Background: an optimization exercise with open tools, aiming at small area and a short achievable clock period. Do not read the settings as production practice.
Function was checked by simulation only, so behaviour that the tests miss may differ from the original.
Power figures rest on the tool's default switching activity, not on a simulated workload.

==> flow/design.v <==
`timescale 1ns/1ns
package bt656_pkg;
   typedef logic [7:0] byte_t;
   typedef logic [11:0] dim_t;
   typedef logic [15:0] frame_cnt_t;
   localparam int HDR_BIT_F = 6;
   localparam int HDR_BIT_V = 5;
   localparam int HDR_BIT_H = 4;
   localparam byte_t SYNC_PREAMBLE_FF = 8'hFF;
   localparam byte_t SYNC_PREAMBLE_00 = 8'h00;
   typedef enum logic [1:0]
   {
      WAIT_FRAME = 2'b00,
      WAIT_SAV   = 2'b01,
      ACTIVE     = 2'b10,
      BLANK      = 2'b11
   } line_state_e;
endpackage
`timescale 1ns/1ns
module bt656_header_decoder
(
   input  logic              clk,
   input  logic              rstn,
   input  logic              enable_i,
   input  bt656_pkg::byte_t  data_i,
   output logic              hdr_valid_o,
   output logic              is_eav_o,
   output logic              vblank_o,
   output logic              field_o,
   output bt656_pkg::byte_t  tap_byte_o
);
   localparam int DLY_LEN = 5;
   bt656_pkg::byte_t dly_q [0:DLY_LEN-1];
   bt656_pkg::byte_t xy_byte;
   logic  hit_q;
   always_ff @(posedge clk)
   begin
      dly_q[0] <= data_i;
      for (int i = 1; i < DLY_LEN; i++)
         dly_q[i] <= dly_q[i-1];
      if (!rstn)
      begin
         dly_q[0][0] <= 1'b0;
         dly_q[1][0] <= 1'b0;
         dly_q[2][0] <= 1'b0;
      end
   end
   always_ff @(posedge clk)
   begin
      hit_q <= rstn &&
               (dly_q[2] == bt656_pkg::SYNC_PREAMBLE_FF) &&
               (dly_q[1] == bt656_pkg::SYNC_PREAMBLE_00) &&
               (dly_q[0] == bt656_pkg::SYNC_PREAMBLE_00);
   end
   assign xy_byte = dly_q[0];
   assign hdr_valid_o = enable_i && hit_q;
   assign is_eav_o = xy_byte[bt656_pkg::HDR_BIT_H];
   assign vblank_o = xy_byte[bt656_pkg::HDR_BIT_V];
   assign field_o  = xy_byte[bt656_pkg::HDR_BIT_F];
   assign tap_byte_o = dly_q[DLY_LEN-1];
endmodule
`timescale 1ns/1ns
module bt656_line_tracker
(
   input  logic                  clk,
   input  logic                  rstn,
   input  logic                  enable_i,
   input  logic                  err_clr_i,
   input  logic                  hdr_valid_i,
   input  logic                  is_eav_i,
   input  logic                  vblank_i,
   input  logic                  field_i,
   input  bt656_pkg::byte_t      tap_byte_i,
   input  logic                  fifo_full_i,
   output logic                  wr_en_o,
   output bt656_pkg::byte_t      wr_byte_o,
   output logic                  wr_sof_o,
   output logic                  wr_eol_o,
   output bt656_pkg::dim_t       width_o,
   output bt656_pkg::dim_t       height_o,
   output logic                  size_err_o,
   output bt656_pkg::frame_cnt_t frame_cnt_o,
   output logic                  overflow_o
);
   localparam int LEN_W = 13;
   logic             frame_seen_q, active_q, wr_req_q;
   logic [1:0]       skip_q;
   logic             field_q;
   logic             sof_pend_q;
   logic             new_frame, sav_active, eav_det, line_end, sav_start;
   logic [LEN_W-1:0] line_bytes_q, line_len_q;
   logic             width_valid_q, height_valid_q;
   bt656_pkg::dim_t  line_cnt_q, height_q;
   logic             width_err, height_err;
   assign new_frame  = hdr_valid_i && field_q && !field_i;
   assign sav_active = hdr_valid_i && !is_eav_i && !vblank_i;
   assign eav_det    = hdr_valid_i && is_eav_i;
   assign line_end  = wr_req_q && eav_det;
   assign sav_start = frame_seen_q && !active_q && sav_active;
   assign width_err  = width_valid_q && (line_bytes_q != line_len_q);
   assign height_err = height_valid_q && (line_cnt_q != height_q);
   assign wr_en_o   = wr_req_q && !fifo_full_i;
   assign wr_byte_o = tap_byte_i;
   assign wr_sof_o  = sof_pend_q;
   assign wr_eol_o  = eav_det;
   assign width_o  = line_len_q[LEN_W-1:1];
   assign height_o = height_q;
   always_ff @(posedge clk)
   begin
      if (sav_start)
      begin
         skip_q       <= 2'd3;
         line_bytes_q <= LEN_W'(1);
      end
      else
      begin
         if (active_q && !wr_req_q)
            skip_q <= skip_q - 1'b1;
         if (wr_req_q)
            line_bytes_q <= line_bytes_q + 1'b1;
      end
      if (line_end)
         line_cnt_q <= line_cnt_q + 1'b1;
      if (wr_en_o)
         sof_pend_q <= 1'b0;
      if (new_frame)
      begin
         line_cnt_q <= '0;
         sof_pend_q <= 1'b1;
      end
   end
   always_ff @(posedge clk)
   begin
      if (!rstn || !enable_i)
      begin
         frame_seen_q   <= 1'b0;
         active_q       <= 1'b0;
         wr_req_q       <= 1'b0;
         field_q        <= 1'b0;
         line_len_q     <= '0;
         width_valid_q  <= 1'b0;
         height_q       <= '0;
         height_valid_q <= 1'b0;
         size_err_o     <= 1'b0;
         overflow_o     <= 1'b0;
         frame_cnt_o    <= '0;
      end
      else
      begin
         if (hdr_valid_i)
            field_q <= field_i;
         if (sav_start)
            active_q <= 1'b1;
         else if (active_q && !wr_req_q && skip_q == 2'd0)
            wr_req_q <= 1'b1;
         if (line_end)
         begin
            active_q <= 1'b0;
            wr_req_q <= 1'b0;
         end
         if (line_end)
         begin
            line_len_q    <= line_bytes_q;
            width_valid_q <= 1'b1;
         end
         if (new_frame)
         begin
            frame_cnt_o  <= frame_cnt_o + 1'b1;
            frame_seen_q <= 1'b1;
            if (frame_seen_q)
            begin
               height_q       <= line_cnt_q;
               height_valid_q <= 1'b1;
            end
         end
         if (err_clr_i)
         begin
            size_err_o <= 1'b0;
            overflow_o <= 1'b0;
         end
         if ((line_end && width_err) || (new_frame && height_err))
            size_err_o <= 1'b1;
         if (wr_req_q && fifo_full_i)
            overflow_o <= 1'b1;
      end
   end
endmodule
`timescale 1ns/1ns
module line_fifo
#(
   parameter int FIFO_DEPTH = 64
)
(
   input  logic             clk,
   input  logic             rstn,
   input  logic             flush_i,
   input  logic             wr_en_i,
   input  bt656_pkg::byte_t wr_byte_i,
   input  logic             wr_sof_i,
   input  logic             wr_eol_i,
   output logic             full_o,
   input  logic             rd_req_i,
   output logic             not_empty_o,
   output bt656_pkg::byte_t rd_byte_o,
   output logic             rd_sof_o,
   output logic             rd_eol_o
);
   localparam int ENTRY_W = 10;
   localparam int GRP     = 8;
   logic [ENTRY_W-1:0] sr [0:FIFO_DEPTH-2];
   logic [ENTRY_W-1:0] wr_entry, next_entry;
   logic [GRP-1:0]     lo_q, hi_q;
   logic [ENTRY_W-1:0] grp [0:GRP-1];
   logic [ENTRY_W-1:0] next_acc [0:GRP];
   logic               ne_q, one_q, full_q;
   logic               wr_ok, rd_ok, inc, dec, two_up, at_zero, up, down;
   logic               cnt_2, cnt_63, load_wr;
   bt656_pkg::byte_t   head_byte_q;
   logic               head_sof_q, head_eol_q;
   assign wr_entry = {wr_eol_i, wr_sof_i, wr_byte_i};
   assign wr_ok    = wr_en_i && !full_q;
   assign rd_ok    = rd_req_i && ne_q;
   assign inc      = wr_ok && !rd_ok;
   assign dec      = rd_ok && !wr_ok;
   assign two_up   = ne_q && !one_q;
   assign at_zero  = lo_q[0] && hi_q[0];
   assign cnt_2    = two_up && at_zero;
   assign cnt_63   = lo_q[5] && hi_q[7];
   assign up       = inc && two_up;
   assign down     = dec && two_up && !at_zero;
   always_ff @(posedge clk)
   begin
      if (wr_ok)
      begin
         sr[0] <= wr_entry;
         for (int i = 1; i < FIFO_DEPTH-1; i++)
            sr[i] <= sr[i-1];
      end
   end
   for (genvar h = 0; h < GRP; h++)
   begin : g_grp
      logic [ENTRY_W-1:0] acc [0:GRP];
      assign acc[0] = '0;
      for (genvar l = 0; l < GRP; l++)
      begin : g_term
         if (GRP*h + l < FIFO_DEPTH-1)
         begin : g_used
            assign acc[l+1] = acc[l] | ({ENTRY_W{lo_q[l]}} & sr[GRP*h + l]);
         end
         else
         begin : g_none
            assign acc[l+1] = acc[l];
         end
      end
      assign grp[h] = acc[GRP];
   end
   for (genvar h = 0; h <= GRP; h++)
   begin : g_next
      if (h == 0)
      begin : g_first
         assign next_acc[0] = '0;
      end
      else
      begin : g_rest
         assign next_acc[h] = next_acc[h-1] | ({ENTRY_W{hi_q[h-1]}} & grp[h-1]);
      end
   end
   assign next_entry = next_acc[GRP];
   assign load_wr = rd_ok ? one_q : !ne_q;
   always_ff @(posedge clk)
   begin
      if (load_wr)
         head_byte_q <= wr_byte_i;
      else if (rd_ok)
         head_byte_q <= next_entry[ENTRY_W-3:0];
   end
   always_ff @(posedge clk)
   begin
      if (!rstn || flush_i)
      begin
         lo_q       <= GRP'(1);
         hi_q       <= GRP'(1);
         ne_q       <= 1'b0;
         one_q      <= 1'b0;
         full_q     <= 1'b0;
         head_sof_q <= 1'b0;
         head_eol_q <= 1'b0;
      end
      else
      begin
         if (up)
         begin
            lo_q <= {lo_q[GRP-2:0], lo_q[GRP-1]};
            if (lo_q[GRP-1])
               hi_q <= {hi_q[GRP-2:0], hi_q[GRP-1]};
         end
         else if (down)
         begin
            lo_q <= {lo_q[0], lo_q[GRP-1:1]};
            if (lo_q[0])
               hi_q <= {hi_q[0], hi_q[GRP-1:1]};
         end
         if (wr_ok)
            ne_q <= 1'b1;
         else if (rd_ok && one_q)
            ne_q <= 1'b0;
         if (inc)
            one_q <= !ne_q;
         else if (dec)
            one_q <= cnt_2;
         if (inc && cnt_63)
            full_q <= 1'b1;
         else if (rd_ok)
            full_q <= 1'b0;
         if (load_wr)
         begin
            head_sof_q <= wr_ok && wr_sof_i;
            head_eol_q <= wr_ok && wr_eol_i;
         end
         else if (rd_ok)
         begin
            head_sof_q <= next_entry[ENTRY_W-2];
            head_eol_q <= next_entry[ENTRY_W-1];
         end
      end
   end
   assign full_o      = full_q;
   assign not_empty_o = ne_q;
   assign rd_byte_o   = head_byte_q;
   assign rd_sof_o    = head_sof_q;
   assign rd_eol_o    = head_eol_q;
endmodule
`timescale 1ns/1ns
module bt656_rx_top
#(
   parameter int FIFO_DEPTH = 64
)
(
   input  logic        clk,
   input  logic        rstn,
   input  logic        rx_enable_i,
   input  logic        size_err_clr_i,
   input  logic [7:0]  bt656_data_i,
   output logic        m_axis_tvalid_o,
   input  logic        m_axis_tready_i,
   output logic [7:0]  m_axis_tdata_o,
   output logic        m_axis_tuser_o,
   output logic        m_axis_tlast_o,
   output logic [11:0] width_o,
   output logic [11:0] height_o,
   output logic        size_err_o,
   output logic        overflow_o,
   output logic [15:0] frame_cnt_o
);
   logic  wr_en, wr_sof, wr_eol, fifo_full;
   bt656_pkg::byte_t wr_byte;
   logic  fifo_ne, rd_req, head_sof, head_eol;
   bt656_pkg::byte_t head_byte;
   logic  hdr_valid, is_eav, vblank, field;
   bt656_pkg::byte_t tap_byte;
   bt656_header_decoder u_decoder
   (
      .clk      (clk),
      .rstn     (rstn),
      .enable_i (rx_enable_i),
      .data_i   (bt656_data_i),
      .hdr_valid_o (hdr_valid),
      .is_eav_o    (is_eav),
      .vblank_o    (vblank),
      .field_o     (field),
      .tap_byte_o  (tap_byte)
   );
   bt656_line_tracker u_tracker
   (
      .clk         (clk),
      .rstn        (rstn),
      .enable_i    (rx_enable_i),
      .err_clr_i   (size_err_clr_i),
      .hdr_valid_i (hdr_valid),
      .is_eav_i    (is_eav),
      .vblank_i    (vblank),
      .field_i     (field),
      .tap_byte_i  (tap_byte),
      .fifo_full_i (fifo_full),
      .wr_en_o     (wr_en),
      .wr_byte_o   (wr_byte),
      .wr_sof_o    (wr_sof),
      .wr_eol_o    (wr_eol),
      .width_o     (width_o),
      .height_o    (height_o),
      .size_err_o  (size_err_o),
      .frame_cnt_o (frame_cnt_o),
      .overflow_o  (overflow_o)
   );
   line_fifo #(.FIFO_DEPTH(FIFO_DEPTH)) u_fifo
   (
      .clk       (clk),
      .rstn      (rstn),
      .flush_i   (!rx_enable_i),
      .wr_en_i   (wr_en),
      .wr_byte_i (wr_byte),
      .wr_sof_i  (wr_sof),
      .wr_eol_i  (wr_eol),
      .full_o    (fifo_full),
      .rd_req_i  (rd_req),
      .not_empty_o (fifo_ne),
      .rd_byte_o (head_byte),
      .rd_sof_o  (head_sof),
      .rd_eol_o  (head_eol)
   );
   assign m_axis_tvalid_o = fifo_ne && rx_enable_i;
   assign m_axis_tdata_o  = head_byte;
   assign m_axis_tuser_o  = rx_enable_i && head_sof;
   assign m_axis_tlast_o  = rx_enable_i && head_eol;
   assign rd_req          = rx_enable_i && m_axis_tready_i;
endmodule
==> flow/flow/run.sh <==
#!/bin/bash
# The standard layout with two changes: clock tree synthesis adds no
# dummy loads, and the port buffers start at buf_1 (repair resizes them).
set -euo pipefail
cd "$(dirname "$0")/.."
export CTS_ARGS="-sink_clustering_enable -repair_clock_nets -dont_use_dummy_load -sink_clustering_size 12 -sink_clustering_max_diameter 40 -buf_list \"sky130_fd_sc_hd__clkbuf_4 sky130_fd_sc_hd__clkbuf_8\""
export BUFFER_PORTS_ARGS="-buffer_cell sky130_fd_sc_hd__buf_1"
bash standard.sh > standard_flow.log 2>&1
==> flow/standard.sh <==
#!/bin/bash
# synth_recipe.tcl (not shown) runs the flow's synth.tcl, then flattens the netlist and writes it again
# the make line also repeats each setting of config.mk as NAME=value (left out here)
make -C /OpenROAD-flow-scripts/flow DESIGN_CONFIG=/design/flow/config.mk WORK_HOME=/design/flow/orfs CLKGATE_MAP_FILE= SYNTH_SCRIPT=/design/flow/synth_recipe.tcl "${@:-finish}"
==> flow/config.mk <==
export PLATFORM = sky130hd
export DESIGN_NAME = bt656_rx_top
export DESIGN_NICKNAME = bt656_rx_top
export VERILOG_FILES = /design/flow/design.v
export SDC_FILE = /design/flow/constraint.sdc
export NUM_CORES = 4
export LEC_CHECK = 0
export CAP_MARGIN = 20
export CORE_MARGIN = 2
export CORE_UTILIZATION = 60
export CTS_CLUSTER_DIAMETER = 60
export CTS_CLUSTER_SIZE = 25
export SETUP_SLACK_MARGIN = 2.9
export SLEW_MARGIN = 20
==> flow/constraint.sdc <==
create_clock -name core_clock -period 5.5 [get_ports {clk}]
set_input_delay 1.1000 -clock core_clock [delete_from_list [all_inputs] [get_ports {clk}]]
set_output_delay 1.1000 -clock core_clock [all_outputs]
set_load 0.01 [all_outputs]
==> results of run 1 <==
[cells in the mapped netlist (2+ instances only)]
cell type | number | share of area, %
buf_2 | 18 | 0.32
mux2i_1 | 11 | 0.39
nor2_1 | 62 | 0.83
a311oi_1 | 4 | 0.12
and3_1 | 6 | 0.13
nand4_1 | 82 | 1.8
nor3_1 | 7 | 0.12
nand4b_1 | 3 | 0.093
clkbuf_1 | 53 | 0.71
a221oi_1 | 3 | 0.093
o21ai_0 | 16 | 0.28
dfxtp_1 | 139 | 9.9
a311oi_2 | 3 | 0.16
a211oi_1 | 7 | 0.19
xor2_1 | 36 | 1.1
buf_1 | 32 | 0.43
inv_1 | 11 | 0.15
nor2b_1 | 2 | 0.044
buf_4 | 14 | 0.37
nand2_1 | 99 | 1.3
nor4_1 | 7 | 0.16
xnor2_1 | 21 | 0.65
ha_1 | 6 | 0.27
edfxtp_1 | 638 | 68
buf_6 | 2 | 0.080
nand2b_1 | 5 | 0.11
nand3_1 | 28 | 0.50
or3_1 | 7 | 0.16
and4_1 | 12 | 0.37
a22oi_1 | 338 | 9.0
a21oi_1 | 39 | 0.69
and2_1 | 9 | 0.20
a222oi_1 | 12 | 0.43
[state kept, by name, indices dropped and copies added, names as in the netlist, 2 cells and up]
| name | cells |
|---|---|
| u_decoder.dly_q | 40 |
| u_tracker.skip_q | 2 |
| u_tracker.line_bytes_q | 13 |
| u_tracker.line_len_q | 13 |
| u_fifo.hi_q | 8 |
| u_tracker.line_cnt_q | 12 |
| u_fifo.sr | 630 |
| u_fifo.lo_q | 8 |
| u_fifo.head_byte_q | 8 |
| u_tracker.height_q | 12 |
| u_tracker.frame_cnt_o | 16 |
[metrics by stage]
| step | cell area (µm²) | hold slack (ps) | total power (W) | setup slack [ps] |
|---|---|---|---|---|
| 6_report | 30650 | 309.9 | 0.009881 | 2922 |
| 5_1_grt | 30650 | 318.7 | 0.01021 | 2907 |
| 4_1_cts | 30560 | 314.0 | 0.009973 | 2904 |
| 3_5_place_dp | 28860 | 312.8 | 0.006450 | 1821 |
| 3_3_place_gp | 28860 | 312.8 | 0.006449 | 1932 |
| 2_1_floorplan | 28190 | 309.6 | 0.006437 | -6170 |
[kinds of logic (layout without fill, tap and decap cells)]
logic type / after synthesis / after routing / share of synthesized area, %
AND/OR/NAND/NOR: 338 / 338 / 6.200
AO/OA/AOI/OAI: 430 / 430 / 11.25
XOR/XNOR: 57 / 57 / 1.775
buffers and inverters: 131 / 222 / 2.082
multiplexers: 12 / 12 / 0.4314
flip-flops: 777 / 777 / 77.99
adder cells (fa/ha/maj): 6 / 6 / 0.2668
[repair_timing]
item	4_1_cts	5_1_grt
setup endpoints to repair	352	86
resized for setup	16	4
hold endpoints to repair	0	0
setup buffers	9	7
pin swaps	1	0
gates cloned	3	0
[layout make-up]
class | count | area, µm²
well taps | 607 | 759.5
multi-input cells | 843 | 5644
inverters | 11 | 45.04
repair inverters | 1 | 5.005
flip-flops and latches | 777 | 21970
repair buffers | 106 | 792.0
clock buffers | 104 | 1431
fillers | 3261 | 15810
[per-layer routing]
metal  track usage [%]  share of wire, %  up-vias  wire length, µm
met5                 0                 0        -                0
met4             7.867               2.2        0             1409
met3             5.814               8.2      104             5207
met2             38.40                45      705            28640
met1             39.80                44     8286            28140
li1                  -                 -     7106                -
[worst min path at each step]
| stage | from | endpoint | slack [ps] |
|---|---|---|---|
| after detailed placement | u_decoder.dly_q[3][1]$_DFF_P_ | u_decoder.dly_q[4][1]$_DFF_P_ | 310 |
| after CTS | u_decoder.dly_q[3][7]$_DFF_P_ | u_decoder.dly_q[4][7]$_DFF_P_ | 310 |
| after global routing | u_decoder.dly_q[3][7]$_DFF_P_ | u_decoder.dly_q[4][7]$_DFF_P_ | 320 |
| after global placement | u_decoder.dly_q[3][4]$_DFF_P_ | u_decoder.dly_q[4][4]$_DFF_P_ | 310 |
| after floorplan | u_decoder.dly_q[3][0]$_DFF_P_ | u_decoder.dly_q[4][0]$_DFF_P_ | 310 |
| final | u_decoder.dly_q[3][7]$_DFF_P_ | u_decoder.dly_q[4][7]$_DFF_P_ | 310 |
[power by group through the flow]
stage | registers [W] | clock network, W | logic [W]
after floorplan | 0.00642 | 0 | 0.0000121
after global placement | 0.00643 | 0 | 0.0000239
after detailed placement | 0.00643 | 0 | 0.0000245
after CTS | 0.00630 | 0.00365 | 0.0000259
after global routing | 0.00630 | 0.00388 | 0.0000300
final | 0.00630 | 0.00355 | 0.0000271
[worst max-delay path, cell delays in order]
cell and delay, ps:
buf_12 110, and2_4 150, buf_6 110
==> flow_metrics.env, run 1 <==
export IMPL_status="complete, no violations"
export IMPL_endpoint_kind="output pin"
export IMPL_grt_pass1_vias=15793
export IMPL_switching_power_w=0.001920
export IMPL_fin_crit_ps=2578
export IMPL_syn_area_um2=28130
export IMPL_final_setup_viol_count=0
export IMPL_antenna_found_initial=0
export IMPL_synth_edf_count=638
export IMPL_clockBufferDepth=3
export IMPL_clk_root_buffer_cell="clkbuf_8"
export IMPL_cts_max_level=3
export IMPL_core_area_um2=46460
export IMPL_max_slew_margin_rel_pct=21.16
export IMPL_p_leak_nw=9.143
export IMPL_pwr_share_clk_pct=36.0
export IMPL_first_pass_iters=5
export IMPL_holdBufCountCts=0
export IMPL_routedWlPerCell_um=25.88
export IMPL_fin_util_pct=65.98
export IMPL_std_cell_rows=79
export IMPL_grt_pass1_wl_um=94960
export IMPL_ys_types=52
export IMPL_rsz0062_at_grt="no"
export IMPL_synth_nets=1770
export IMPL_stdcell_count=2449
export IMPL_yosysSeqAreaShare_pct=77.99
export IMPL_syn_area_per_cell_um2=16.07
export IMPL_cts_tree="built"
export IMPL_ys_ff_latch=777
export IMPL_syn_inst=1751
export IMPL_peakVddDrop_uv=253.8
export IMPL_most_common_layout_cells="638 x edfxtp_1, 338 x a22oi_1, 129 x dfxtp_1"
export IMPL_place_inst=2326
export IMPL_yosys_warnings=15
export IMPL_fin_crit_sh_pct=46.87
export IMPL_start_kind="input port"
export IMPL_die_w_um=220.5
export IMPL_maxCapViolations=0
export IMPL_viasPerCell=6.615
export IMPL_gr_total_overflow=0
export IMPL_drcViolationCount=0
export IMPL_final_common_cell="edfxtp_1"
export IMPL_drive_above_1_share_pct=9.718
export IMPL_ant_nets=0
export IMPL_p_per_area_nw_per_um2=322.4
export IMPL_worstSkewPairLatency_ps=710
export IMPL_cellInternalPower_w=0.007960
export IMPL_grt_start_max_net_pins=107
export IMPL_fin_setup_tns_ps=0
export IMPL_worst_hold_path_type="flip-flop to flip-flop"
export IMPL_pwr_share_comb_pct=0.3
export IMPL_worst_pin_slew_ps=1181
export IMPL_crit_path_end="m_axis_tlast_o"
export IMPL_required_ps=4400
export IMPL_n_antenna_cell=0
export IMPL_cp_data_arrival_time_ps=1480
export IMPL_drtIter0Drc=1769
export IMPL_start_util_pct=60.55
export IMPL_ys_flop_type="edfxtp_1"
export IMPL_slew_viol_final=0
export IMPL_grt_usage_pct=26.22
export IMPL_hold_viol=0
export IMPL_worst_r2r_endpoint="u_fifo.head_byte_q[3]$_DFFE_PP_"
export IMPL_startpoint="rx_enable_i"
export IMPL_holdPathStages=0
export IMPL_dieArea_um2=48640
export IMPL_syn_to_final_growth_pct=8.953
export IMPL_hpwl_um=31610
export IMPL_r2r_setup_slack_ps=3010
export IMPL_clock_sinks=777
export IMPL_async_reset_ff_share_pct=0
export IMPL_cts_made_buffers=104
export IMPL_critPathMaxFanout=8
export IMPL_power_switching_share_pct=19.44
export IMPL_ios=66
export IMPL_nets=1863
export IMPL_die_height_um=220.5
export IMPL_fmax_mhz=388.0
export IMPL_globalplace_congestion=0.7591
export IMPL_reg2reg_depth=6
export IMPL_critPathKind="input port to output pin"
export IMPL_r2r_start="u_fifo.lo_q[7]$_SDFFE_PP0P_"
export IMPL_skew_ps=60.12
export IMPL_io_buffers=65
export IMPL_seqPwrFrac_pct=63.8
export IMPL_clk_pin_slew_ps=60
export IMPL_wl_um=63390
export IMPL_vias=16201
==> run 2, diff against run 1 <==
==> flow/flow/run.sh (replaced) <==
#!/bin/bash
# The standard layout with two changes: clock tree synthesis adds no
# dummy loads, and the port buffers start at buf_1 (repair resizes them).
set -euo pipefail
cd "$(dirname "$0")/.."
export CTS_ARGS="-sink_clustering_enable -repair_clock_nets -dont_use_dummy_load -sink_clustering_size 20 -sink_clustering_max_diameter 40 -buf_list sky130_fd_sc_hd__clkbuf_8"
export BUFFER_PORTS_ARGS="-buffer_cell sky130_fd_sc_hd__buf_1"
bash standard.sh > standard_flow.log 2>&1
--- a/flow/config.mk
+++ b/flow/config.mk
@@ -7,7 +7,7 @@
 export LEC_CHECK = 0
 export CAP_MARGIN = 20
 export CORE_MARGIN = 2
-export CORE_UTILIZATION = 60
+export CORE_UTILIZATION = 70
 export CTS_CLUSTER_DIAMETER = 60
 export CTS_CLUSTER_SIZE = 25
 export SETUP_SLACK_MARGIN = 2.9
==> flow_metrics.env, run 2 <==
export IMPL_largest_register="u_fifo.sr"
export IMPL_routedWlPerCell_um=25.86
export IMPL_place_inst=2241
export IMPL_start_kind="input port"
export IMPL_clk_pin_slew_ps=80
export IMPL_hpwl_um=30580
export IMPL_ys_top_cells_by_count="638 x edfxtp_1, 338 x a22oi_1, 139 x dfxtp_1, 99 x nand2_1, 82 x nand4_1"
export IMPL_grt_pass1_wl_um=89470
export IMPL_cellInternalPower_w=0.007586
export IMPL_yosys_warnings=15
export IMPL_gr_total_overflow=0
export IMPL_core_area_um2=39730
export IMPL_dieArea_um2=41810
export IMPL_die_height_um=204.5
export IMPL_std_cell_rows=73
export IMPL_p_per_area_nw_per_um2=310.7
export IMPL_drtIter0Drc=2189
export IMPL_top_regs="u_fifo.sr x630, u_decoder.dly_q x40, u_tracker.frame_cnt_o x16"
export IMPL_grt_pass1_vias=15329
export IMPL_final_setup_viol_count=0
export IMPL_worst_pin_slew_ps=1235
export IMPL_ys_flop_type="edfxtp_1"
export IMPL_drcViolationCount=0
export IMPL_nets=1833
export IMPL_pwr_share_clk_pct=32.5
export IMPL_vias=16249
export IMPL_largest_reg_flops=630
export IMPL_nFillCells=2352
export IMPL_hold_viol=0
export IMPL_clk_root_buffer_cell="clkbuf_8"
export IMPL_wl_um=60440
export IMPL_critPathSlowestCell="and2_1"
export IMPL_maxCapViolations=0
export IMPL_n_antenna_cell=0
export IMPL_pwr_share_comb_pct=0.3
export IMPL_first_pass_iters=6
export IMPL_ys_ff_latch=777
export IMPL_antenna_found_initial=0
export IMPL_die_w_um=204.5
export IMPL_cp_data_arrival_time_ps=1480
export IMPL_ant_nets=0
export IMPL_ios=66
export IMPL_fmax_mhz=388.2
export IMPL_fin_crit_ps=2576
export IMPL_worstSkewPairLatency_ps=650
export IMPL_rsz0062_at_grt="no"
export IMPL_ys_types=52
export IMPL_start_util_pct=70.80
export IMPL_syn_inst=1751
export IMPL_most_common_layout_cells="638 x edfxtp_1, 338 x a22oi_1, 130 x dfxtp_1"
export IMPL_skew_ps=56.58
export IMPL_slowest_delay_ps=140
export IMPL_synth_area_leader_cell="edfxtp_1"
export IMPL_worst_hold_path_type="flip-flop to flip-flop"
export IMPL_critPathKind="input port to output pin"
export IMPL_required_ps=4400
export IMPL_synth_top_area_share_pct=68.10
export IMPL_peakVddDrop_uv=269.1
export IMPL_syn_area_per_cell_um2=16.07
export IMPL_grt_usage_pct=28.55
export IMPL_clock_sinks=777
export IMPL_crit_chain="buf_12 > and2_1 > buf_2"
export IMPL_synth_nets=1770
export IMPL_clockBufferDepth=3
export IMPL_syn_to_final_growth_pct=7.178
export IMPL_path_buf_inv=2
export IMPL_p_leak_nw=8.924
export IMPL_stdcell_count=2337
export IMPL_synth_edf_count=638
export IMPL_endpoint_kind="output pin"
export IMPL_viasPerCell=6.953
export IMPL_cts_made_buffers=80
export IMPL_max_slew_margin_rel_pct=17.54
export IMPL_holdBufCountCts=0
export IMPL_fin_util_pct=75.89
export IMPL_yosysSeqAreaShare_pct=77.99
export IMPL_grt_start_max_net_pins=223
export IMPL_slew_viol_final=0
export IMPL_cts_tree="built"
export IMPL_fin_crit_sh_pct=46.84
export IMPL_timing_hold_ws_ps=325.5
export IMPL_syn_area_um2=28130
export IMPL_final_common_cell="edfxtp_1"
export IMPL_synthTopCellsByArea="edfxtp_1 68%, dfxtp_1 9.9%, a22oi_1 9.0%, nand4_1 1.8%, nand2_1 1.3%"
export IMPL_power_switching_share_pct=19.03
export IMPL_critPathMaxFanout=5
export IMPL_seqPwrFrac_pct=67.2
export IMPL_globalplace_congestion=0.7819
export IMPL_dp_slack_ps=1845
export IMPL_cpLargestDelayFamily="buffers and inverters"
export IMPL_async_reset_ff_share_pct=0
export IMPL_io_buffers=65
export IMPL_cts_max_level=3
export IMPL_status="complete, no violations"
export IMPL_drive_above_1_share_pct=7.947
export IMPL_fin_setup_tns_ps=0
export IMPL_setup_ws_ps=2924
export IMPL_switching_power_w=0.001783
export IMPL_yosysMostFrequentCell="edfxtp_1"
[run 2: cell types whose count changed in the layout (fill, tap and decap cells not counted), moves of 2 or more]
cell	before	now
and2_1	7	9
and2_4	2	0
buf_12	9	11
buf_4	25	17
buf_6	5	3
bufbuf_16	2	0
clkbuf_8	104	80
[run 2: final cells by class]
cell class	instances	area [µm²]	area share, %
clock buffers	80	1101	3.652
inverters	11	45.04	0.1494
multi-input cells	843	5638	18.70
flip-flops and latches	777	21970	72.87
well taps	525	656.9	2.179
repair buffers	100	733.2	2.432
repair inverters	1	5.005	0.01660
[run 2: cell families after synthesis]
kind of cell	Yosys count	share of synthesized area (%)
DFF	777	77.99
AOI/OAI and AO/OA	430	11.25
and+or+nand+nor	338	6.200
buffers and inverters	131	2.082
xor gates and xnor gates	57	1.775
muxes	12	0.4314
adders and majority gates	6	0.2668
[run 2: worst reg2reg max path: stages (launching register included)]
cell and delay, ps:
dfxtp_4 710, buf_4 560, a22oi_1 200, nand3_1 170, a22oi_1 110, and4_1 310, o21ai_0 220
[run 2: timing repair]
action,4_1_cts,5_1_grt
resized for setup,11,5
cloned,1,1
setup endpoints to repair,170,59
pin swaps,1,0
buffers inserted,9,4
[run 2: layer usage]
| layer | vias to the layer above | global-route usage [%] | routed length [µm] |
|---|---|---|---|
| li1 | 7061 | - | - |
| met1 | 8182 | 44.03 | 25330 |
| met2 | 902 | 41.82 | 27830 |
| met3 | 104 | 5.804 | 5822 |
| met4 | 0 | 8.773 | 1458 |
| met5 | - | 0 | 0 |
[run 2: worst paths after layout]
path                                      start  depth (start not counted)                               to  slack [ps]
setup / recovery                    rx_enable_i                          3                   m_axis_tuser_o        2920
hold / removal    u_decoder.dly_q[0][7]$_DFF_P_                          0    u_decoder.dly_q[1][7]$_DFF_P_         330
setup reg to reg    u_fifo.lo_q[2]$_SDFFE_PP0P_                          6  u_fifo.head_byte_q[7]$_DFFE_PP_        3000
hold reg to reg   u_decoder.dly_q[0][7]$_DFF_P_                          0    u_decoder.dly_q[1][7]$_DFF_P_         330
[run 2: metrics by stage]
step,total power (W),cell area (µm²)
floorplan,0.006437,28190
global placement,0.006448,28730
detailed placement,0.006449,28730
CTS,0.009429,30010
global route,0.009635,30150
finish,0.009369,30150
[run 2: power groups by stage]
stage	combinational [W]	sequential [W]	clock (W)
after detailed placement	0.0000240	0.00642	0
after global routing	0.0000288	0.00629	0.00331
after CTS	0.0000261	0.00629	0.00311
after global placement	0.0000232	0.00642	0
final	0.0000263	0.00629	0.00305
after floorplan	0.0000121	0.00642	0
==> run 3, diff against run 2 <==
==> flow/flow/run.sh (replaced) <==
#!/bin/bash
# The standard layout with two changes: clock tree synthesis adds no
# dummy loads, and the port buffers start at buf_1 (repair resizes them).
set -euo pipefail
cd "$(dirname "$0")/.."
export CTS_ARGS="-sink_clustering_enable -repair_clock_nets -dont_use_dummy_load -sink_clustering_size 30 -sink_clustering_max_diameter 40 -buf_list sky130_fd_sc_hd__clkbuf_16"
export BUFFER_PORTS_ARGS="-buffer_cell sky130_fd_sc_hd__buf_1"
bash standard.sh > standard_flow.log 2>&1
--- a/flow/config.mk
+++ b/flow/config.mk
@@ -7,7 +7,7 @@
 export LEC_CHECK = 0
 export CAP_MARGIN = 20
 export CORE_MARGIN = 2
-export CORE_UTILIZATION = 70
+export CORE_UTILIZATION = 75
 export CTS_CLUSTER_DIAMETER = 60
 export CTS_CLUSTER_SIZE = 25
 export SETUP_SLACK_MARGIN = 2.9
==> flow_metrics.env, run 3 <==
export IMPL_n_antenna_cell=0
export IMPL_most_common_layout_cells="638 x edfxtp_1, 338 x a22oi_1, 130 x dfxtp_1"
export IMPL_io_buffers=65
export IMPL_synth_area_leader_cell="edfxtp_1"
export IMPL_nFillCells=1751
export IMPL_final_common_cell="edfxtp_1"
export IMPL_yosysSeqAreaShare_pct=77.99
export IMPL_ant_nets=0
export IMPL_ios=66
export IMPL_vias=16262
export IMPL_start_util_pct=76.48
export IMPL_drtIter0Drc=2040
export IMPL_die_height_um=197.7
export IMPL_ys_ff_latch=777
export IMPL_critPathKind="input port to output pin"
export IMPL_clock_sinks=777
export IMPL_fin_util_pct=83.71
export IMPL_yosys_warnings=15
export IMPL_largest_reg_flops=630
export IMPL_grt_start_max_net_pins=208
export IMPL_timing_hold_ws_ps=306.5
export IMPL_status="complete, no violations"
export IMPL_cp_data_arrival_time_ps=1470
export IMPL_dieArea_um2=39080
export IMPL_first_pass_iters=8
export IMPL_hpwl_um=30700
export IMPL_yosysMostFrequentCell="edfxtp_1"
export IMPL_dpl_instance_area_um2=28660
export IMPL_async_reset_ff_share_pct=0
export IMPL_drive_above_1_share_pct=7.922
export IMPL_core_area_um2=36790
export IMPL_stdcell_count=2273
export IMPL_seqPwrFrac_pct=59.0
export IMPL_rsz0062_at_grt="no"
export IMPL_wl_um=60740
export IMPL_cts_made_buffers=76
export IMPL_antenna_found_initial=0
export IMPL_top_regs="u_fifo.sr x630, u_decoder.dly_q x40, u_tracker.frame_cnt_o x16"
export IMPL_skew_ps=47.78
export IMPL_fin_area_um2=30790
export IMPL_final_setup_viol_count=0
export IMPL_synthTopCellsByArea="edfxtp_1 68%, dfxtp_1 9.9%, a22oi_1 9.0%, nand4_1 1.8%, nand2_1 1.3%"
export IMPL_synth_edf_count=638
export IMPL_p_per_area_nw_per_um2=346.6
export IMPL_hold_viol=0
export IMPL_peakVddDrop_uv=301.5
export IMPL_endpoint_kind="output pin"
export IMPL_synth_top_area_share_pct=68.10
export IMPL_syn_area_per_cell_um2=16.07
export IMPL_pwr_share_comb_pct=0.3
export IMPL_grt_pass1_wl_um=90110
export IMPL_gr_total_overflow=0
export IMPL_clockBufferDepth=3
export IMPL_viasPerCell=7.154
export IMPL_nets=1826
export IMPL_switching_power_w=0.001956
export IMPL_std_cell_rows=70
export IMPL_maxCapViolations=0
export IMPL_clk_pin_slew_ps=70
export IMPL_ys_flop_type="edfxtp_1"
export IMPL_routedWlPerCell_um=26.72
export IMPL_syn_area_um2=28130
export IMPL_power_switching_share_pct=18.33
export IMPL_cts_tree="built"
export IMPL_drcViolationCount=0
export IMPL_pwr_share_clk_pct=40.7
export IMPL_ys_types=52
export IMPL_ys_top_cells_by_count="638 x edfxtp_1, 338 x a22oi_1, 139 x dfxtp_1, 99 x nand2_1, 82 x nand4_1"
export IMPL_fin_crit_ps=2574
export IMPL_die_w_um=197.7
export IMPL_critPathMaxFanout=7
export IMPL_start_kind="input port"
export IMPL_largest_register="u_fifo.sr"
export IMPL_slew_viol_final=0
export IMPL_synth_nets=1770
export IMPL_cts_max_level=3
export IMPL_grt_usage_pct=30.76
export IMPL_cellInternalPower_w=0.008718
export IMPL_place_inst=2182
export IMPL_globalplace_congestion=0.8137
export IMPL_worstSkewPairLatency_ps=610
export IMPL_clk_root_buffer_cell="clkbuf_16"
export IMPL_max_slew_margin_rel_pct=28.03
export IMPL_fin_crit_sh_pct=46.79
export IMPL_worst_hold_path_type="flip-flop to flip-flop"
export IMPL_grt_pass1_vias=15935
export IMPL_syn_inst=1751
export IMPL_syn_to_final_growth_pct=9.464
export IMPL_fmax_mhz=388.6
export IMPL_p_leak_nw=9.253
export IMPL_required_ps=4400
export IMPL_worst_pin_slew_ps=1079
==> run 3: cell counts after synthesis <==
No cell type changed its count.
==> run 3: path summary, 6_finish.rpt <==
path	slack, ps	start	to	cells past startpoint
max	2930	rx_enable_i	m_axis_tlast_o	3
min	310	u_decoder.dly_q[3][4]$_DFF_P_	u_decoder.dly_q[4][4]$_DFF_P_	0
max reg2reg	2990	u_fifo.lo_q[3]$_SDFFE_PP0P_	u_fifo.head_byte_q[7]$_DFFE_PP_	6
min reg2reg	310	u_decoder.dly_q[3][4]$_DFF_P_	u_decoder.dly_q[4][4]$_DFF_P_	0
==> run 3: cells by family after synthesis <==
kind of cell	share of synthesized area, %
mux	0.4314
compound gates	11.25
simple gates	6.200
buf+inv	2.082
fa+ha+maj	0.2668
xor+xnor	1.775
flops	77.99
==> run 3: through the flow <==
stage | TNS (ps) | power [W] | setup slack, ps
global route | 0 | 0.01091 | 2915
floorplan | -3229350 | 0.006437 | -6170
detailed placement | 0 | 0.006449 | 1916
CTS | 0 | 0.01072 | 2905
global placement | 0 | 0.006449 | 1974
finish | 0 | 0.01067 | 2926
==> run 3: layout make-up <==
cell class / instances / area [µm²] / share of cell area [%]
clock buffers: 76 / 1902 / 6.176
repair inverters: 2 / 10.01 / 0.03250
well taps: 468 / 585.6 / 1.902
flip-flops and latches: 777 / 21970 / 71.34
inverters: 11 / 45.04 / 0.1463
multi-input cells: 843 / 5647 / 18.34
repair buffers: 96 / 635.6 / 2.064
==> run 3: routing by layer <==
layer,routed length (µm),up-vias,global-route usage (%)
li1,-,7035,-
met1,24480,8106,45.06
met2,28550,988,46.79
met3,5991,133,6.676
met4,1723,0,10.97
met5,0,-,0
==> run 3: critical path, stage by stage <==
cell	delay, ps
buf_12	110
and2_4	150
buf_6	110
==> run 3: power by group through the flow <==
stage / sequential (W) / clock, W / combinational (W)
3_3_place_gp: 0.00643 / 0 / 0.0000236
2_1_floorplan: 0.00642 / 0 / 0.0000121
6_report: 0.00630 / 0.00435 / 0.0000270
4_1_cts: 0.00630 / 0.00440 / 0.0000252
5_1_grt: 0.00630 / 0.00458 / 0.0000296
3_5_place_dp: 0.00643 / 0 / 0.0000241
==> run 3: timing repair <==
item / in CTS / in global routing
gates resized for setup: 11 / 7
hold buffers: 0 / 0
setup endpoints to repair: 31 / 18
pin swaps: 1 / 0
setup buffers: 5 / 8
cloned: 2 / 0
==> run 4, diff against run 3 <==
==> flow/flow/run.sh (replaced) <==
#!/bin/bash
# The standard layout with two changes: clock tree synthesis adds no
# dummy loads, and the port buffers start at buf_1 (repair resizes them).
set -euo pipefail
cd "$(dirname "$0")/.."
export CTS_ARGS="-sink_clustering_enable -repair_clock_nets -dont_use_dummy_load -sink_clustering_size 22 -sink_clustering_max_diameter 35 -buf_list sky130_fd_sc_hd__clkbuf_8"
export BUFFER_PORTS_ARGS="-buffer_cell sky130_fd_sc_hd__buf_1"
bash standard.sh > standard_flow.log 2>&1
==> flow_metrics.env, run 4 <==
export IMPL_first_pass_iters=6
export IMPL_endpoint_kind="output pin"
export IMPL_slowest_delay_ps=150
export IMPL_viasPerCell=7.126
export IMPL_start_kind="input port"
export IMPL_io_buffers=65
export IMPL_path_buf_inv=2
export IMPL_maxCapViolations=0
export IMPL_final_setup_viol_count=0
export IMPL_hold_viol=0
export IMPL_ys_ff_latch=777
export IMPL_worstSkewPairLatency_ps=680
export IMPL_clk_root_buffer_cell="clkbuf_8"
export IMPL_antenna_found_initial=0
export IMPL_timing_hold_ws_ps=336.1
export IMPL_critPathKind="input port to output pin"
export IMPL_hpwl_um=30700
export IMPL_skew_ps=67.62
export IMPL_worst_hold_path_type="flip-flop to flip-flop"
export IMPL_cts_tree="built"
export IMPL_fmax_mhz=389.5
export IMPL_power_switching_share_pct=19.05
export IMPL_min_from="u_decoder.dly_q[3][4]$_DFF_P_"
export IMPL_cts_max_level=3
export IMPL_top_regs="u_fifo.sr x630, u_decoder.dly_q x40, u_tracker.frame_cnt_o x16"
export IMPL_dieArea_um2=39080
export IMPL_cp_data_arrival_time_ps=1470
export IMPL_p_per_area_nw_per_um2=320.7
export IMPL_startpoint="rx_enable_i"
export IMPL_critical_path_depth=3
export IMPL_crit_chain="buf_12 > and2_4 > buf_6"
export IMPL_async_reset_ff_share_pct=0
export IMPL_reg2reg_depth=6
export IMPL_largest_register="u_fifo.sr"
export IMPL_fin_setup_tns_ps=0
export IMPL_clockBufferDepth=3
export IMPL_vias=16403
export IMPL_drive_above_1_share_pct=9.378
export IMPL_ios=66
export IMPL_clk_pin_slew_ps=70
export IMPL_syn_area_per_cell_um2=16.07
export IMPL_peakVddDrop_uv=217.6
export IMPL_synth_edf_count=638
export IMPL_max_slew_margin_rel_pct=29.24
export IMPL_status="complete, no violations"
export IMPL_cts_made_buffers=98
export IMPL_gr_total_overflow=0
export IMPL_cpLargestDelayFamily="buffers and inverters"
export IMPL_drtIter0Drc=2229
export IMPL_start_util_pct=76.48
export IMPL_std_cell_rows=70
export IMPL_n_antenna_cell=0
export IMPL_final_common_cell="edfxtp_1"
export IMPL_critPathSlowestCell="and2_4"
export IMPL_routedWlPerCell_um=25.84
export IMPL_ys_top_cells_by_count="638 x edfxtp_1, 338 x a22oi_1, 139 x dfxtp_1, 99 x nand2_1, 82 x nand4_1"
export IMPL_fin_util_pct=82.37
export IMPL_grt_usage_pct=30.17
export IMPL_nets=1855
export IMPL_clock_sinks=777
export IMPL_p_leak_nw=9.063
export IMPL_grt_pass1_wl_um=89080
export IMPL_core_area_um2=36790
export IMPL_power_total_w=0.009718
export IMPL_r2r_start="u_fifo.lo_q[3]$_SDFFE_PP0P_"
export IMPL_ys_flop_type="edfxtp_1"
export IMPL_multi_input_area_um2=5647
export IMPL_dpl_instance_area_um2=28660
export IMPL_pwr_share_comb_pct=0.3
export IMPL_synth_top_area_share_pct=68.10
export IMPL_ant_nets=0
export IMPL_rsz0062_at_grt="no"
export IMPL_syn_area_um2=28130
export IMPL_die_height_um=197.7
export IMPL_globalplace_congestion=0.8137
export IMPL_switching_power_w=0.001851
export IMPL_grt_start_max_net_pins=208
export IMPL_holdPathStages=0
export IMPL_synth_area_leader_cell="edfxtp_1"
export IMPL_critPathMaxFanout=5
export IMPL_synthTopCellsByArea="edfxtp_1 68%, dfxtp_1 9.9%, a22oi_1 9.0%, nand4_1 1.8%, nand2_1 1.3%"
export IMPL_die_w_um=197.7
export IMPL_fin_area_um2=30300
export IMPL_fin_crit_ps=2567
export IMPL_required_ps=4400
export IMPL_yosysMostFrequentCell="edfxtp_1"
export IMPL_grt_pass1_vias=15933
export IMPL_slew_viol_final=0
export IMPL_most_common_layout_cells="638 x edfxtp_1, 338 x a22oi_1, 130 x dfxtp_1"
export IMPL_regArea_um2=21970
export IMPL_syn_inst=1751
export IMPL_worst_pin_slew_ps=1061
export IMPL_yosysSeqAreaShare_pct=77.99
export IMPL_ys_types=52
export IMPL_nFillCells=1823
export IMPL_wl_um=59470
export IMPL_syn_to_final_growth_pct=7.712
export IMPL_seqPwrFrac_pct=64.8
export IMPL_synth_nets=1770
export IMPL_pwr_share_clk_pct=34.9
export IMPL_largest_reg_flops=630
export IMPL_fin_crit_sh_pct=46.67
export IMPL_yosys_warnings=15
export IMPL_holdBufCountCts=0
export IMPL_cellInternalPower_w=0.007866
export IMPL_drcViolationCount=0
## run 4: repair_timing
action                                  CTS  global route
pin swaps                                 1             0
buffers inserted                          5            15
gates resized for setup                  12             6
endpoints found under the setup margin   28            15
cloned                                    2             0
## run 4: cell families (layout without fill, tap and decap cells)
logic type      Yosys count  after routing  synth area share (%)
flops                   777            777                 77.99
xor+xnor                 57             57                 1.775
buf+inv                 131            214                 2.082
compound gates          430            430                 11.25
mux                      12             12                0.4314
fa+ha+maj                 6              6                0.2668
simple gates            338            338                 6.200
## run 4: power by group through the flow
stage / sequential [W] / clock, W / combinational, W
floorplan: 0.00642 / 0 / 0.0000121
global placement: 0.00643 / 0 / 0.0000236
detailed placement: 0.00643 / 0 / 0.0000241
CTS: 0.00630 / 0.00344 / 0.0000252
global route: 0.00630 / 0.00363 / 0.0000292
finish: 0.00630 / 0.00339 / 0.0000268
## run 4: metrics by stage
step / instances / setup slack [ps]
2_1_floorplan: 1751 / -6170
3_3_place_gp: 2182 / 1974
3_5_place_dp: 2182 / 1916
4_1_cts: 2287 / 2905
5_1_grt: 2302 / 2902
6_report: 2302 / 2933
## run 4: layer usage
metal | track usage, % | up-vias | share of wire [%]
li1 | - | 7101 | -
met1 | 44.77 | 8216 | 41
met2 | 46.24 | 973 | 47
met3 | 5.771 | 113 | 11
met4 | 9.997 | 0 | 2.4
met5 | 0 | - | 0
## run 4: layout make-up
class	count	area share [%]
clock buffer	98	4.451
inverter	11	0.1486
multi-input combinational	843	18.63
sequential	777	72.50
tap	468	1.932
timing repair buffer	103	2.296
timing repair inverter	2	0.03303
## run 4: worst paths after layout
kind	slack, ps	end
worst max-delay path	2930	m_axis_tlast_o
worst min-delay path	340	u_decoder.dly_q[4][4]$_DFF_P_
worst max register to register	3030	u_fifo.head_byte_q[7]$_DFFE_PP_
worst min register to register	340	u_decoder.dly_q[4][4]$_DFF_P_
==> run 5, diff against run 4 <==
==> flow/flow/run.sh (replaced) <==
#!/bin/bash
# The standard layout with two changes: clock tree synthesis adds no
# dummy loads, and the port buffers start at buf_1 (repair resizes them).
set -euo pipefail
cd "$(dirname "$0")/.."
export CTS_ARGS="-sink_clustering_enable -repair_clock_nets -dont_use_dummy_load -sink_clustering_size 20 -sink_clustering_max_diameter 60 -buf_list sky130_fd_sc_hd__clkbuf_8"
export BUFFER_PORTS_ARGS="-buffer_cell sky130_fd_sc_hd__buf_1"
bash standard.sh > standard_flow.log 2>&1
==> flow_metrics.env, run 5 <==
export IMPL_ant_nets=0
export IMPL_grt_pass1_vias=15363
export IMPL_synth_nets=1770
export IMPL_cpLargestDelayFamily="buffers and inverters"
export IMPL_syn_area_um2=28130
export IMPL_viasPerCell=7.134
export IMPL_clock_sinks=777
export IMPL_power_switching_share_pct=18.91
export IMPL_start_util_pct=76.48
export IMPL_critPathKind="input port to output pin"
export IMPL_pwr_share_comb_pct=0.3
export IMPL_startpoint="rx_enable_i"
export IMPL_grt_pass1_wl_um=87110
export IMPL_crit_chain="buf_12 > and2_4 > buf_6"
export IMPL_drcViolationCount=0
export IMPL_drtIter0Drc=2031
export IMPL_reg2reg_depth=6
export IMPL_power_total_w=0.008671
export IMPL_globalplace_congestion=0.8137
export IMPL_holdPathStages=0
export IMPL_gr_total_overflow=0
export IMPL_final_common_cell="edfxtp_1"
export IMPL_die_height_um=197.7
export IMPL_ys_ff_latch=777
export IMPL_ys_types=52
export IMPL_slew_viol_final=0
export IMPL_holdBufCountCts=0
export IMPL_std_cell_rows=70
export IMPL_fin_crit_sh_pct=46.74
export IMPL_worst_pin_slew_ps=1060
export IMPL_grt_start_max_net_pins=208
export IMPL_grt_usage_pct=29.49
export IMPL_r2r_setup_slack_ps=3040
export IMPL_most_common_layout_cells="638 x edfxtp_1, 338 x a22oi_1, 129 x dfxtp_1"
export IMPL_seqPwrFrac_pct=72.6
export IMPL_die_w_um=197.7
export IMPL_routedWlPerCell_um=26.15
export IMPL_worstSkewPairLatency_ps=660
export IMPL_drive_above_1_share_pct=6.261
export IMPL_status="complete, no violations"
export IMPL_path_buf_inv=2
export IMPL_syn_to_final_growth_pct=4.977
export IMPL_pwr_share_clk_pct=27.1
export IMPL_cts_max_level=2
export IMPL_cellInternalPower_w=0.007031
export IMPL_wl_um=58630
export IMPL_maxCapViolations=0
export IMPL_start_kind="input port"
export IMPL_cts_tree="built"
export IMPL_cts_made_buffers=45
export IMPL_dieArea_um2=39080
export IMPL_fin_crit_ps=2570
export IMPL_ios=66
export IMPL_hpwl_um=30700
export IMPL_nets=1794
export IMPL_syn_area_per_cell_um2=16.07
export IMPL_yosysMostFrequentCell="edfxtp_1"
export IMPL_peakVddDrop_uv=213.9
export IMPL_switching_power_w=0.001640
export IMPL_largest_reg_flops=630
export IMPL_worst_r2r_endpoint="u_fifo.head_byte_q[0]$_DFFE_PP_"
export IMPL_io_buffers=65
export IMPL_p_leak_nw=8.641
export IMPL_cp_data_arrival_time_ps=1470
export IMPL_rsz0062_at_grt="no"
export IMPL_fmax_mhz=389.0
export IMPL_critPathSlowestCell="and2_4"
export IMPL_yosys_warnings=15
export IMPL_syn_inst=1751
export IMPL_hold_viol=0
export IMPL_synth_top_area_share_pct=68.10
export IMPL_hold_end="u_decoder.dly_q[4][2]$_DFF_P_"
export IMPL_yosysSeqAreaShare_pct=77.99
export IMPL_r2r_start="u_fifo.lo_q[0]$_SDFFE_PP1P_"
export IMPL_core_area_um2=36790
export IMPL_vias=15994
export IMPL_final_setup_viol_count=0
export IMPL_synth_area_leader_cell="edfxtp_1"
export IMPL_nFillCells=1935
export IMPL_critPathMaxFanout=5
export IMPL_antenna_found_initial=2
export IMPL_skew_ps=34.62
export IMPL_first_pass_iters=6
export IMPL_max_slew_margin_rel_pct=29.34
export IMPL_clockBufferDepth=3
export IMPL_async_reset_ff_share_pct=0
export IMPL_ys_flop_type="edfxtp_1"
export IMPL_synthTopCellsByArea="edfxtp_1 68%, dfxtp_1 9.9%, a22oi_1 9.0%, nand4_1 1.8%, nand2_1 1.3%"
export IMPL_required_ps=4400
export IMPL_stdcell_count=2242
export IMPL_worst_hold_path_type="flip-flop to flip-flop"
export IMPL_largest_register="u_fifo.sr"
export IMPL_top_regs="u_fifo.sr x630, u_decoder.dly_q x40, u_tracker.frame_cnt_o x16"
export IMPL_slowest_delay_ps=150
export IMPL_endpoint_kind="output pin"
export IMPL_ys_top_cells_by_count="638 x edfxtp_1, 338 x a22oi_1, 139 x dfxtp_1, 99 x nand2_1, 82 x nand4_1"
export IMPL_place_inst=2182
export IMPL_clk_root_buffer_cell="clkbuf_8"
export IMPL_synth_edf_count=638
export IMPL_min_from="u_decoder.dly_q[3][2]$_DFF_P_"
export IMPL_clk_pin_slew_ps=120
export IMPL_p_per_area_nw_per_um2=293.6
-- run 5: cell types whose count changed in the layout (fill, tap and decap cells not counted), sizes merged --
cell,change
buf,-8
diode,+1
clkbuf,-53
-- run 5: routing by layer --
layer	track usage (%)	up-vias	wire (µm)
met2	45.17	944	26770
met1	44.47	7979	24000
li1	-	6961	-
met4	8.410	2	1429
met5	0	-	9
met3	5.549	108	6415
-- run 5: power by group through the flow --
| stage | Sequential, W | Clock, W | Combinational (W) |
|---|---|---|---|
| 6_report | 0.00629 | 0.00235 | 0.0000267 |
| 5_1_grt | 0.00629 | 0.00255 | 0.0000292 |
| 4_1_cts | 0.00629 | 0.00239 | 0.0000251 |
| 3_5_place_dp | 0.00643 | 0 | 0.0000241 |
| 3_3_place_gp | 0.00643 | 0 | 0.0000236 |
| 2_1_floorplan | 0.00642 | 0 | 0.0000121 |
-- run 5: cells by family (layout without fill, tap and decap cells) --
logic type | count (synthesis) | in the layout | share of synthesized area [%]
compound gates | 430 | 430 | 11.25
xor+xnor | 57 | 57 | 1.775
fa+ha+maj | 6 | 6 | 0.2668
buf+inv | 131 | 153 | 2.082
flops | 777 | 777 | 77.99
mux | 12 | 12 | 0.4314
other cells | 0 | 1 | 0
simple gates | 338 | 338 | 6.200
-- run 5: worst max-delay path by stage --
stage / endpoint / depth (start not counted)
3_3_place_gp: u_fifo.hi_q[0]$_SDFFE_PP1P_ / 7
5_1_grt: m_axis_tlast_o / 3
2_1_floorplan: u_fifo.hi_q[4]$_SDFFE_PP0P_ / 10
4_1_cts: m_axis_tuser_o / 3
6_report: m_axis_tlast_o / 3
3_5_place_dp: u_fifo.hi_q[0]$_SDFFE_PP1P_ / 7
-- run 5: metrics by stage --
step           setup WS (ps)   TNS, ps  util, %  cell area (µm²)  hold slack (ps)
6_report                2930         0    80.28            29530            327.1
2_1_floorplan          -6170  -3229350        -            28190            309.6
4_1_cts                 2905         0    79.91            29390            322.0
3_5_place_dp            1916         0    77.90            28660            314.3
3_3_place_gp            1974         0    77.90            28660            312.0
5_1_grt                 2924         0    80.28            29530            331.2
-- run 5: final cells by class --
| type | instances | area [µm²] | share of cell area [%] |
|---|---|---|---|
| Tap cell | 468 | 585.6 | 1.983 |
| Multi-Input combinational cell | 843 | 5645 | 19.12 |
| Timing Repair Buffer | 95 | 653.1 | 2.212 |
| Sequential cell | 777 | 21970 | 74.40 |
| Timing Repair inverter | 2 | 10.01 | 0.03389 |
| Antenna cell | 1 | 2.502 | 0.008473 |
| Inverter | 11 | 45.04 | 0.1525 |
| Clock buffer | 45 | 619.3 | 2.097 |
-- run 5: what timing repair did --
action | 4_1_cts | 5_1_grt
pin swaps | 1 | 0
setup buffers | 5 | 7
endpoints found under the setup margin | 26 | 9
gates cloned | 2 | 0
gates resized for setup | 11 | 7
==> run 6, diff against run 5 <==
==> flow/flow/run.sh (replaced) <==
#!/bin/bash
# The standard layout with two changes: clock tree synthesis adds no
# dummy loads, and the port buffers start at buf_1 (repair resizes them).
set -euo pipefail
cd "$(dirname "$0")/.."
export CTS_ARGS="-sink_clustering_enable -repair_clock_nets -dont_use_dummy_load -sink_clustering_size 16 -sink_clustering_max_diameter 70 -buf_list sky130_fd_sc_hd__clkbuf_8"
export BUFFER_PORTS_ARGS="-buffer_cell sky130_fd_sc_hd__buf_1"
bash standard.sh > standard_flow.log 2>&1
==> flow_metrics.env, run 6 <==
export IMPL_status="complete, no violations"
export IMPL_synth_edf_count=638
export IMPL_cp_data_arrival_time_ps=1470
export IMPL_worstSkewPairLatency_ps=680
export IMPL_synth_top_area_share_pct=68.10
export IMPL_clk_pin_slew_ps=100
export IMPL_dieArea_um2=39080
export IMPL_die_w_um=197.7
export IMPL_worst_hold_path_type="flip-flop to flip-flop"
export IMPL_fin_crit_ps=2568
export IMPL_crit_chain="buf_12 > and2_4 > buf_6"
export IMPL_synth_nets=1770
export IMPL_synthTopCellsByArea="edfxtp_1 68%, dfxtp_1 9.9%, a22oi_1 9.0%, nand4_1 1.8%, nand2_1 1.3%"
export IMPL_required_ps=4400
export IMPL_dpl_instance_area_um2=28660
export IMPL_std_cell_rows=70
export IMPL_antenna_found_initial=1
export IMPL_ys_ff_latch=777
export IMPL_yosysSeqAreaShare_pct=77.99
export IMPL_async_reset_ff_share_pct=0
export IMPL_start_kind="input port"
export IMPL_routedWlPerCell_um=26.08
export IMPL_clock_sinks=777
export IMPL_critPathKind="input port to output pin"
export IMPL_hpwl_um=30700
export IMPL_slew_viol_final=0
export IMPL_cts_tree="built"
export IMPL_vias=16153
export IMPL_grt_pass1_wl_um=87420
export IMPL_cts_made_buffers=54
export IMPL_rsz0062_at_grt="no"
export IMPL_grt_usage_pct=29.59
export IMPL_core_area_um2=36790
export IMPL_ys_types=52
export IMPL_slowest_delay_ps=150
export IMPL_wl_um=58720
export IMPL_globalplace_congestion=0.8137
export IMPL_nFillCells=1932
export IMPL_drtIter0Drc=2057
export IMPL_ant_nets=0
export IMPL_skew_ps=42.43
export IMPL_largest_register="u_fifo.sr"
export IMPL_final_setup_viol_count=0
export IMPL_critPathSlowestCell="and2_4"
export IMPL_multi_input_area_um2=5647
export IMPL_max_slew_margin_rel_pct=23.70
export IMPL_start_util_pct=76.48
export IMPL_drive_above_1_share_pct=6.842
export IMPL_power_total_w=0.008840
export IMPL_top_regs="u_fifo.sr x630, u_decoder.dly_q x40, u_tracker.frame_cnt_o x16"
export IMPL_n_antenna_cell=0
export IMPL_worst_pin_slew_ps=1145
export IMPL_syn_inst=1751
export IMPL_yosysMostFrequentCell="edfxtp_1"
export IMPL_peakVddDrop_uv=253.5
export IMPL_grt_start_max_net_pins=208
export IMPL_nets=1804
export IMPL_viasPerCell=7.176
export IMPL_grt_pass1_vias=15402
export IMPL_first_pass_iters=6
export IMPL_clockBufferDepth=3
export IMPL_synth_area_leader_cell="edfxtp_1"
export IMPL_maxCapViolations=0
export IMPL_ys_top_cells_by_count="638 x edfxtp_1, 338 x a22oi_1, 139 x dfxtp_1, 99 x nand2_1, 82 x nand4_1"
export IMPL_critPathMaxFanout=5
export IMPL_most_common_layout_cells="638 x edfxtp_1, 338 x a22oi_1, 129 x dfxtp_1"
export IMPL_hold_viol=0
export IMPL_gr_total_overflow=0
export IMPL_clk_root_buffer_cell="clkbuf_8"
export IMPL_syn_area_per_cell_um2=16.07
export IMPL_yosys_warnings=15
export IMPL_regArea_um2=21970
export IMPL_fin_crit_sh_pct=46.70
export IMPL_ys_flop_type="edfxtp_1"
export IMPL_drcViolationCount=0
export IMPL_final_common_cell="edfxtp_1"
export IMPL_fin_area_um2=29660
export IMPL_endpoint_kind="output pin"
export IMPL_fmax_mhz=389.3
export IMPL_die_height_um=197.7
export IMPL_syn_to_final_growth_pct=5.422
export IMPL_largest_reg_flops=630
export IMPL_syn_area_um2=28130
export IMPL_io_buffers=65
export IMPL_p_per_area_nw_per_um2=298.1
export IMPL_p_leak_nw=8.711
export IMPL_ios=66
export IMPL_cts_max_level=2
==> run 6: cell types whose count changed in the layout (fill, tap and decap cells not counted) <==
cell | before | now
buf_16 | 0 | 1
clkbuf_8 | 45 | 54
and3b_1 | 1 | 0
buf_12 | 12 | 10
buf_4 | 17 | 19
diode_2 | 1 | 0
and3b_2 | 0 | 1
==> run 6: worst paths after layout <==
check	startpoint	end	slack, ps	depth (start not counted)
max	rx_enable_i	m_axis_tlast_o	2930	3
min	u_decoder.dly_q[3][7]$_DFF_P_	u_decoder.dly_q[4][7]$_DFF_P_	310	0
max reg2reg	u_fifo.lo_q[3]$_SDFFE_PP0P_	u_fifo.head_byte_q[7]$_DFFE_PP_	3020	6
min reg2reg	u_decoder.dly_q[3][7]$_DFF_P_	u_decoder.dly_q[4][7]$_DFF_P_	310	0
==> run 6: final cells by class <==
type / count / area share, %
flip-flops and latches: 777 / 74.08
well taps: 468 / 1.974
multi-input cells: 843 / 19.04
repair buffers: 96 / 2.211
clock buffers: 54 / 2.506
repair inverters: 2 / 0.03375
inverters: 11 / 0.1519
==> run 6: stage by stage <==
step / utilization [%] / setup TNS, ps / std cells / hold slack, ps / setup slack [ps]
4_1_cts: 80.24 / 0 / 2243 / 308.3 / 2900
3_5_place_dp: 77.90 / 0 / 2182 / 314.3 / 1916
2_1_floorplan: - / -3229350 / 1751 / 309.6 / -6170
6_report: 80.62 / 0 / 2251 / 306.9 / 2932
5_1_grt: 80.62 / 0 / 2251 / 327.9 / 2907
3_3_place_gp: 77.90 / 0 / 2182 / 312.0 / 1974
==> run 6: logic make-up after synthesis <==
kind of cell,count (synthesis),share of synthesized area [%]
compound gates,430,11.25
flops,777,77.99
mux,12,0.4314
buf+inv,131,2.082
fa+ha+maj,6,0.2668
xor+xnor,57,1.775
simple gates,338,6.200
==> run 6: power breakdown <==
part | internal (W) | total [W] | switching, W
logic | 0.00000907 | 0.0000273 | 0.0000182
registers | 0.00628 | 0.00629 | 0.0000118
clock network | 0.000880 | 0.00252 | 0.00164
total | 0.00717 | 0.00884 | 0.00167
==> run 6: timing repair <==
item	CTS	global route
gates resized for setup	11	8
setup buffers	5	8
hold buffers	0	0
pin swaps	1	0
endpoints found under the setup margin	26	16
cloned	2	0
==> run 6: per-layer routing <==
layer  global-route usage, %  part of all wire [%]
met5                       0                     0
met2                   44.99                    46
met1                   44.59                    41
met4                   9.217                   2.5
met3                   5.600                    10
==> run 6: critical path: cells and delay by family <==
family / cells / cell delay [ps]
buf+inv: 2 / 220
simple gates: 1 / 150

==> afterwards: timing with drivers on the ports <==
The flow's constraints put no driver on any port. The routed layouts listed below were extracted and timed again, unchanged, in two steps. Step 1: set_driving_cell puts a clkbuf_16 on clk and a buf_2 on each other input, an assumption about the parent block. Step 2, shift: input delay + t, output delay - t, t = (earliest + latest rising clock arrival at the registers) / 2. This alone moves slack from input paths to output paths. Slacks: ideal ports / drivers / drivers and shift; pairs: ideal ports / drivers.
run	t (ns)	slack for setup (ns)	worst setup path at the end	clock arrival spread, ns	worst register clock-pin slew, ns
run 1	0.733	2.922 / 2.876 / 2.517	input to register	0.061 / 0.060	0.08 / 0.08
run 2	0.681	2.924 / 2.875 / 2.381	input to register	0.063 / 0.063	0.10 / 0.10
run 3	0.637	2.926 / 2.881 / 2.470	input to register	0.058 / 0.057	0.07 / 0.07
run 4	0.694	2.933 / 2.888 / 2.414	input to register	0.078 / 0.078	0.09 / 0.09
run 5	0.696	2.930 / 2.884 / 2.408	input to register	0.036 / 0.035	0.12 / 0.12
run 6	0.709	2.932 / 2.886 / 2.368	input to register	0.044 / 0.044	0.10 / 0.10
After both steps every run listed still meets setup and hold. The setup slack of run 6, which loses most, moves by -0.046 ns with the drivers and by -0.564 ns with both steps.
